Context: an optimization exercise on an open-source flow, tuned for small area, a short achievable clock period and few clock cycles. The choices shown serve that exercise and are no tape-out recipe.
Only simulation tests tie the RTL to the original design; equivalence was not proved.
Power and IR drop assume default switching activity.

===== flow/design.v =====
module ex_stage (
  input  logic        clk,
  input  logic        rst,
  input  logic [7:0]  aluop_i,
  input  logic [3:0]  alusel_i,
  input  logic [63:0] oprand1_i,
  input  logic [63:0] oprand2_i,
  input  logic [4:0]  reg_write_addr_i,
  input  logic        reg_write_enable_i,
  input  logic        mem_valid_i,
  input  logic        mem_rw_i,
  output logic [63:0] reg_write_data_o,
  output logic [4:0]  reg_write_addr_o,
  output logic        reg_write_enable_o,
  output logic        mem_valid_o,
  output logic        mem_rw_o,
  output logic        stall_req_o
);
  localparam logic [3:0] SEL_LOGIC = 4'd1;
  localparam logic [3:0] SEL_SHIFT = 4'd2;
  localparam logic [3:0] SEL_ARITH = 4'd3;
  localparam logic [3:0] SEL_DIV   = 4'd4;
  localparam logic [7:0] OP_AND  = 8'h01;
  localparam logic [7:0] OP_OR   = 8'h02;
  localparam logic [7:0] OP_XOR  = 8'h03;
  localparam logic [7:0] OP_SLL  = 8'h10;
  localparam logic [7:0] OP_SRL  = 8'h11;
  localparam logic [7:0] OP_SRA  = 8'h12;
  localparam logic [7:0] OP_ADD  = 8'h20;
  localparam logic [7:0] OP_SUB  = 8'h21;
  localparam logic [7:0] OP_SLT  = 8'h22;
  localparam logic [7:0] OP_SLTU = 8'h23;
  localparam logic [7:0] OP_DIVU = 8'h30;
  localparam logic [7:0] OP_REMU = 8'h31;
  localparam logic [7:0] OP_DIV  = 8'h32;
  localparam logic [7:0] OP_REM  = 8'h33;
  localparam logic [63:0] INT_MIN = 64'h8000_0000_0000_0000;
  typedef enum logic [1:0] {IDLE, BUSY, DONE} state_t;
  state_t state, state_nxt;
  logic [63:0] alu_res;
  logic        is_div;
  logic        div_zero;
  logic        div_ovf;
  logic [63:0] a_mag;
  logic [63:0] b_mag;
  logic [63:0] quo_q;
  logic [63:0] rem_q;
  logic [63:0] dvs_q;
  logic [5:0]  cnt_q;
  logic        rem_sel_q;
  logic [4:0]  addr_q;
  logic        we_q;
  logic [64:0] rem_sh;
  logic [64:0] rem_diff;
  logic [63:0] div_res;
  logic op_signed;
  logic a_neg;
  logic b_neg;
  logic q_neg_q;
  logic r_neg_q;
  always_comb begin
    alu_res = '0;
    case (alusel_i)
      SEL_LOGIC: begin
        case (aluop_i)
          OP_AND:  alu_res = oprand1_i & oprand2_i;
          OP_OR:   alu_res = oprand1_i | oprand2_i;
          OP_XOR:  alu_res = oprand1_i ^ oprand2_i;
          default: alu_res = '0;
        endcase
      end
      SEL_SHIFT: begin
        case (aluop_i)
          OP_SLL:  alu_res = oprand1_i << oprand2_i[5:0];
          OP_SRL:  alu_res = oprand1_i >> oprand2_i[5:0];
          OP_SRA:  alu_res = $signed(oprand1_i) >>> oprand2_i[5:0];
          default: alu_res = '0;
        endcase
      end
      SEL_ARITH: begin
        case (aluop_i)
          OP_ADD:  alu_res = oprand1_i + oprand2_i;
          OP_SUB:  alu_res = oprand1_i - oprand2_i;
          OP_SLT:  alu_res = {63'd0, $signed(oprand1_i) < $signed(oprand2_i)};
          OP_SLTU: alu_res = {63'd0, oprand1_i < oprand2_i};
          default: alu_res = '0;
        endcase
      end
      default: alu_res = '0;
    endcase
  end
  always_comb begin
    is_div = 1'b0;
    if (alusel_i == SEL_DIV) begin
      case (aluop_i)
        OP_DIVU, OP_REMU: is_div = 1'b1;
        OP_DIV, OP_REM:   is_div = 1'b1;
        default:          is_div = 1'b0;
      endcase
    end
  end
  always_comb begin
    div_zero = (oprand2_i == '0);
    op_signed = aluop_i[1];
    a_neg     = op_signed & oprand1_i[63];
    b_neg     = op_signed & oprand2_i[63];
    a_mag     = a_neg ? (~oprand1_i + 64'd1) : oprand1_i;
    b_mag     = b_neg ? (~oprand2_i + 64'd1) : oprand2_i;
    div_ovf   = op_signed && (oprand1_i == INT_MIN) && (oprand2_i == '1);
  end
  always_comb begin
    rem_sh   = {rem_q, quo_q[63]};
    rem_diff = rem_sh - {1'b0, dvs_q};
  end
  always_comb begin
    div_res = rem_sel_q ? rem_q : quo_q;
    if (rem_sel_q ? r_neg_q : q_neg_q)
      div_res = ~div_res + 64'd1;
  end
  always_ff @(posedge clk) begin
    if (rst) state <= IDLE;
    else     state <= state_nxt;
  end
  always_comb begin
    state_nxt = state;
    case (state)
      IDLE:    if (is_div) state_nxt = (div_zero || div_ovf) ? DONE : BUSY;
      BUSY:    if (cnt_q == 6'd63) state_nxt = DONE;
      DONE:    state_nxt = IDLE;
      default: state_nxt = IDLE;
    endcase
  end
  always_ff @(posedge clk) begin
    if (rst) begin
      quo_q     <= '0;
      rem_q     <= '0;
      dvs_q     <= '0;
      cnt_q     <= '0;
      rem_sel_q <= 1'b0;
      addr_q    <= '0;
      we_q      <= 1'b0;
      q_neg_q   <= 1'b0;
      r_neg_q   <= 1'b0;
    end else begin
      case (state)
        IDLE: begin
          if (is_div) begin
            rem_sel_q <= aluop_i[0];
            addr_q    <= reg_write_addr_i;
            we_q      <= reg_write_enable_i;
            cnt_q     <= '0;
            dvs_q     <= b_mag;
            if (div_zero) begin
              quo_q <= '1;
              rem_q <= oprand1_i;
            end else if (div_ovf) begin
              quo_q <= oprand1_i;
              rem_q <= '0;
            end else begin
              quo_q <= a_mag;
              rem_q <= '0;
            end
            q_neg_q <= !div_zero && !div_ovf && (a_neg ^ b_neg);
            r_neg_q <= !div_zero && !div_ovf && a_neg;
          end
        end
        BUSY: begin
          if (!rem_diff[64]) begin
            rem_q <= rem_diff[63:0];
            quo_q <= {quo_q[62:0], 1'b1};
          end else begin
            rem_q <= rem_sh[63:0];
            quo_q <= {quo_q[62:0], 1'b0};
          end
          if (cnt_q != 6'd63) cnt_q <= cnt_q + 6'd1;
        end
        default: ;
      endcase
    end
  end
  always_comb begin
    reg_write_data_o   = '0;
    reg_write_addr_o   = '0;
    reg_write_enable_o = 1'b0;
    mem_valid_o        = 1'b0;
    mem_rw_o           = 1'b0;
    stall_req_o        = 1'b0;
    if (!rst) begin
      case (state)
        IDLE: begin
          reg_write_addr_o = reg_write_addr_i;
          if (is_div) begin
            stall_req_o = 1'b1;
          end else begin
            reg_write_data_o   = alu_res;
            reg_write_enable_o = reg_write_enable_i;
            mem_valid_o        = mem_valid_i;
            mem_rw_o           = mem_rw_i;
          end
        end
        BUSY: begin
          stall_req_o      = 1'b1;
          reg_write_addr_o = addr_q;
        end
        DONE: begin
          reg_write_data_o   = div_res;
          reg_write_addr_o   = addr_q;
          reg_write_enable_o = we_q;
        end
        default: ;
      endcase
    end
  end
endmodule

===== flow/run.sh =====
#!/bin/bash
# synth_recipe.tcl (not shown) runs the flow's synth.tcl, then flattens the netlist and writes it again
# the make line also repeats each setting of config.mk as NAME=value (left out here)
make -C /OpenROAD-flow-scripts/flow DESIGN_CONFIG=/design/flow/config.mk WORK_HOME=/design/flow/orfs CLKGATE_MAP_FILE= SYNTH_SCRIPT=/design/flow/synth_recipe.tcl finish

===== flow/config.mk =====
export PLATFORM = sky130hd
export DESIGN_NAME = ex_stage
export DESIGN_NICKNAME = ex_stage
export VERILOG_FILES = /design/flow/design.v
export SDC_FILE = /design/flow/constraint.sdc
export NUM_CORES = 4
export LEC_CHECK = 0
export CAP_MARGIN = 20
export CORE_MARGIN = 2
export CORE_UTILIZATION = 40
export SETUP_SLACK_MARGIN = 0.2
export SLEW_MARGIN = 20

===== flow/constraint.sdc =====
create_clock -name core_clock -period 10.0 [get_ports {clk}]
set_input_delay 2.0000 -clock core_clock [delete_from_list [all_inputs] [get_ports {clk}]]
set_output_delay 2.0000 -clock core_clock [all_outputs]
set_load 0.01 [all_outputs]

==> summary.txt <==
==> cells in the mapped netlist (87+ instances only) <==
master      n  area [sq um]
mux2i_1   159          1590
xnor2_1   204          1790
inv_1     289          1080
dfxtp_1   209          4180
nand2_1   507          1900
a211oi_1  138          1040
nand4_1    90           563
nor3_1    161           806
a21oi_1   597          2990
nor2_1    699          2620
clkbuf_1  390          1460
mux4_2    114          2570
ha_1      268          3350
nand3_1   106           531
o221ai_1   87           762
o21ai_0   347          1740
==> logic make-up after synthesis <==
logic type / count (synthesis) / share of synthesized area (%)
AO/OA/AOI/OAI: 1976 / 33.0
AND/OR/NAND/NOR: 1930 / 22.5
buffers and inverters: 797 / 8.00
multiplexers: 308 / 11.5
adder cells (fa/ha/maj): 271 / 8.62
XOR/XNOR: 259 / 5.75
flip-flops: 209 / 10.6
==> per-layer routing <==
metal / share of wire, % / vias up
li1: - / 21367
met1: 38 / 23909
met2: 40 / 3638
met3: 11 / 846
met4: 11 / 8
met5: 0.018 / -
==> critical path: stages <==
cell and delay [ns]:
clkdlybuf4s50_1 0.65, ha_1 0.38, fa_1 0.43, a21oi_1 0.20, o21ai_0 0.24, a2111oi_1 0.69
o41a_1 0.45, o31a_1 0.38, o211a_1 0.25, o21ai_0 0.22, a221o_1 0.38, a211oi_1 0.68
o21ai_0 0.24, clkdlybuf4s50_1 0.54
==> power by group <==
group | internal (mW) | total, mW | switching, mW
combinational | 0.544 | 1.73 | 1.18
sequential | 0.833 | 0.834 | 0.00130
clock | 0.562 | 0.964 | 0.402
==> flip-flops by register name, summed over array words and instances (netlist names) <==
| name | cells |
|---|---|
| dvs_q | 64 |
| quo_q | 64 |
| rem_q | 64 |
| cnt_q | 6 |
| addr_q | 5 |
| state | 2 |
| q_neg_q | 1 |
| r_neg_q | 1 |
| rem_sel_q | 1 |
| we_q | 1 |
==> final cells by class <==
type | instances | area, sq um | share of cell area, %
multi-input cells | 4744 | 32400 | 72.7
repair buffers | 496 | 4390 | 9.85
flip-flops and latches | 209 | 4190 | 9.40
well taps | 1287 | 1610 | 3.62
inverters | 291 | 1100 | 2.46
clock buffers | 34 | 697 | 1.56
clock inverters | 8 | 128 | 0.287
diodes | 13 | 32.5 | 0.0731
==> how the worst min path moves through the flow <==
stage	start	endpoint	depth (start not counted)
floorplan	addr_q[0]$_SDFFE_PP0P_	addr_q[0]$_SDFFE_PP0P_	2
global placement	addr_q[1]$_SDFFE_PP0P_	addr_q[1]$_SDFFE_PP0P_	2
detailed placement	addr_q[3]$_SDFFE_PP0P_	addr_q[3]$_SDFFE_PP0P_	2
CTS	addr_q[3]$_SDFFE_PP0P_	addr_q[3]$_SDFFE_PP0P_	2
global route	addr_q[2]$_SDFFE_PP0P_	addr_q[2]$_SDFFE_PP0P_	2
finish	addr_q[3]$_SDFFE_PP0P_	addr_q[3]$_SDFFE_PP0P_	2
==> what timing repair did <==
action	4_1_cts	5_1_grt
gates resized for setup	0	4
setup buffers	0	0
hold buffers	0	0
setup endpoints to repair	0	3
==> stage by stage <==
| step | util, % | total power [mW] |
|---|---|---|
| 2_1_floorplan | - | 1.79 |
| 3_3_place_gp | 44.4 | 2.50 |
| 3_5_place_dp | 44.4 | 2.49 |
| 4_1_cts | 45.2 | 3.45 |
| 5_1_grt | 45.3 | 3.62 |
| 6_report | 45.3 | 3.53 |
==> layout by cell type, fill, tap and decap left out, types with 49 or more instances in the layout <==
| master | Yosys | final |
|---|---|---|
| a221oi_1 | 83 | 82 |
| nand4_1 | 90 | 90 |
| nand3_1 | 106 | 106 |
| inv_1 | 289 | 287 |
| clkdlybuf4s50_1 | 0 | 215 |
| xor2_1 | 54 | 54 |
| nand2b_1 | 54 | 54 |
| a21oi_1 | 597 | 596 |
| a211oi_1 | 138 | 138 |
| a31oi_1 | 64 | 64 |
| a21o_1 | 72 | 72 |
| xnor2_1 | 204 | 203 |
| mux2i_1 | 159 | 158 |
| nor3_1 | 161 | 161 |
| o31ai_1 | 72 | 72 |
| o21ai_0 | 347 | 347 |
| ha_1 | 268 | 267 |
| mux4_2 | 114 | 114 |
| o22ai_1 | 61 | 61 |
| a22oi_1 | 49 | 49 |
| dfxtp_1 | 209 | 208 |
| nor2_1 | 699 | 691 |
| nor4_1 | 55 | 53 |
| buf_4 | 4 | 267 |
| or3_1 | 50 | 50 |
| o221ai_1 | 87 | 87 |
| nand2_1 | 507 | 503 |
==> reports/qor.txt <==
sequential fraction of the synthesis area: 10.6%
Sum Neg Setup Slack: 0 ns
I/O pin cnt: 223
H-tree Lvls: 1
Reg2Reg Depth: 19
CP startpoint: oprand1_i[0]
met1 global-route usage: 59.9%
final worst path period share: 97.4%
Max Freq: 103 MHz
WP data required: 8.00 ns
Port Buf Inserts: 222
Setup CP Type: in2out
Final Non-Filler Cells: 7,082
Remaining DRCs: 0
Max Cap Viol: 0
Setup Slack @ Placement: 0.457 ns
vias per std cell: 7.03
reg-to-reg endpoint: rem_q[40]$_SDFFE_PP0P_
Starting Density: 40.3%
asr flop ratio synth: 0%
status: complete, no violations
yosys warns: 1
Post-Syn Instances: 5,750
iteration count of the initial detailed-routing pass: 9
met3 Track Usage GR: 12.1%
Worst-path clk slew: 0.06 ns
max-slew violations: 0
worst setup margin: 0.263 ns
first-pass GRT wire length: 354,000 um
drt first-iter violations: 7,700
Post-DP Area: 0.0436 sq mm
DR WL/cell: 35.8 um
synth unique cells: 102
Routability Congestion: 1.11
type of origin of the critical path: input pin
Main synth FF type: dfxtp_1
crit path DAT: 7.74 ns
Routed WL: 254,000 um
worst slew pin tran: 1.19 ns
Placed Cells: 7,026
number of synthesized flops with an enable pin: 0
r2r setup slk: 4.50 ns
GR Overflow Total: 0
initial antenna violation count: 19
Root Driver: clkbuf_16
FF-to-FF Start: quo_q[63]$_SDFFE_PP0P_
floorplan die width: 319 um
Rel. slew slack: 20.3%
dpl hpwl: 200,000 um
design area: 0.0445 sq mm
layout cells sized above 1: 10.1%
synthesized flop and latch total: 209
# setup viols final: 0
Final ANT Viol Nets: 0
crit path to: reg_write_data_o[54]
RSZ-0062 raised after global routing: false
Hold Slack: 0.452 ns
crit path max fanout: 8
# fillers: 10,368
nets@finish: 6,186
Synth Cell Area: 0.0396 sq mm
Area Overhead vs Synth: 12.5%
Clock Latency Late Sink: 0.56 ns
DIE AREA: 0.102 sq mm
CTS buffer count: 23
Lkg Pwr: 16.3 nW
Layout Skew: 0.0160 ns
PD cells: 79.2 mW/mm^2
Syn Area/Cell: 6.88 sq um
TritonCTS clock tree: built
crit path capture type: output port
Core Area: 0.0983 sq mm
post-route minimum period: 9.74 ns
vias in the first global route: 45,987
post-synth net total: 6,171
FP Rows: 115
Die Span Y: 319 um
global route hottest layer: met2
peak supply drop: 106 uV
Clock Sinks: 209
total track usage: 48.0%
GR Util met2: 68.9%
Final Hold Fails: 0
HP Class: reg2reg
CTS Buffer Depth: 3
routed via count: 49,768
pin count of the biggest net entering global routing: 148
Testbench counts, summed over its fixed seeds: cycles 284,791.

==> afterwards: timing with drivers on the ports <==
The flow's constraints put no driver on any port. The routed layout listed below was extracted and timed again, unchanged, in two steps. Step 1: set_driving_cell puts a clkbuf_16 on clk and a buf_2 on each other input, an assumption about the parent block. Step 2 moves the port delays by t, midway between the first and last clock arrival at a register: inputs arrive t later, outputs are due t later. That takes back most of the time a late clock gives input paths. Slacks: ideal / step 1 / step 2; pairs: ideal / step 1.
t, ns: 0.616
setup slack, ns: 0.263 / 0.240 / 0.240
clock arrival spread, ns: 0.016 / 0.016
worst data-port slew with drivers (ns): 0.27
After both steps setup and hold are still met in this run. The setup slack of this run moves by -0.023 ns with the drivers and by -0.023 ns with both steps.
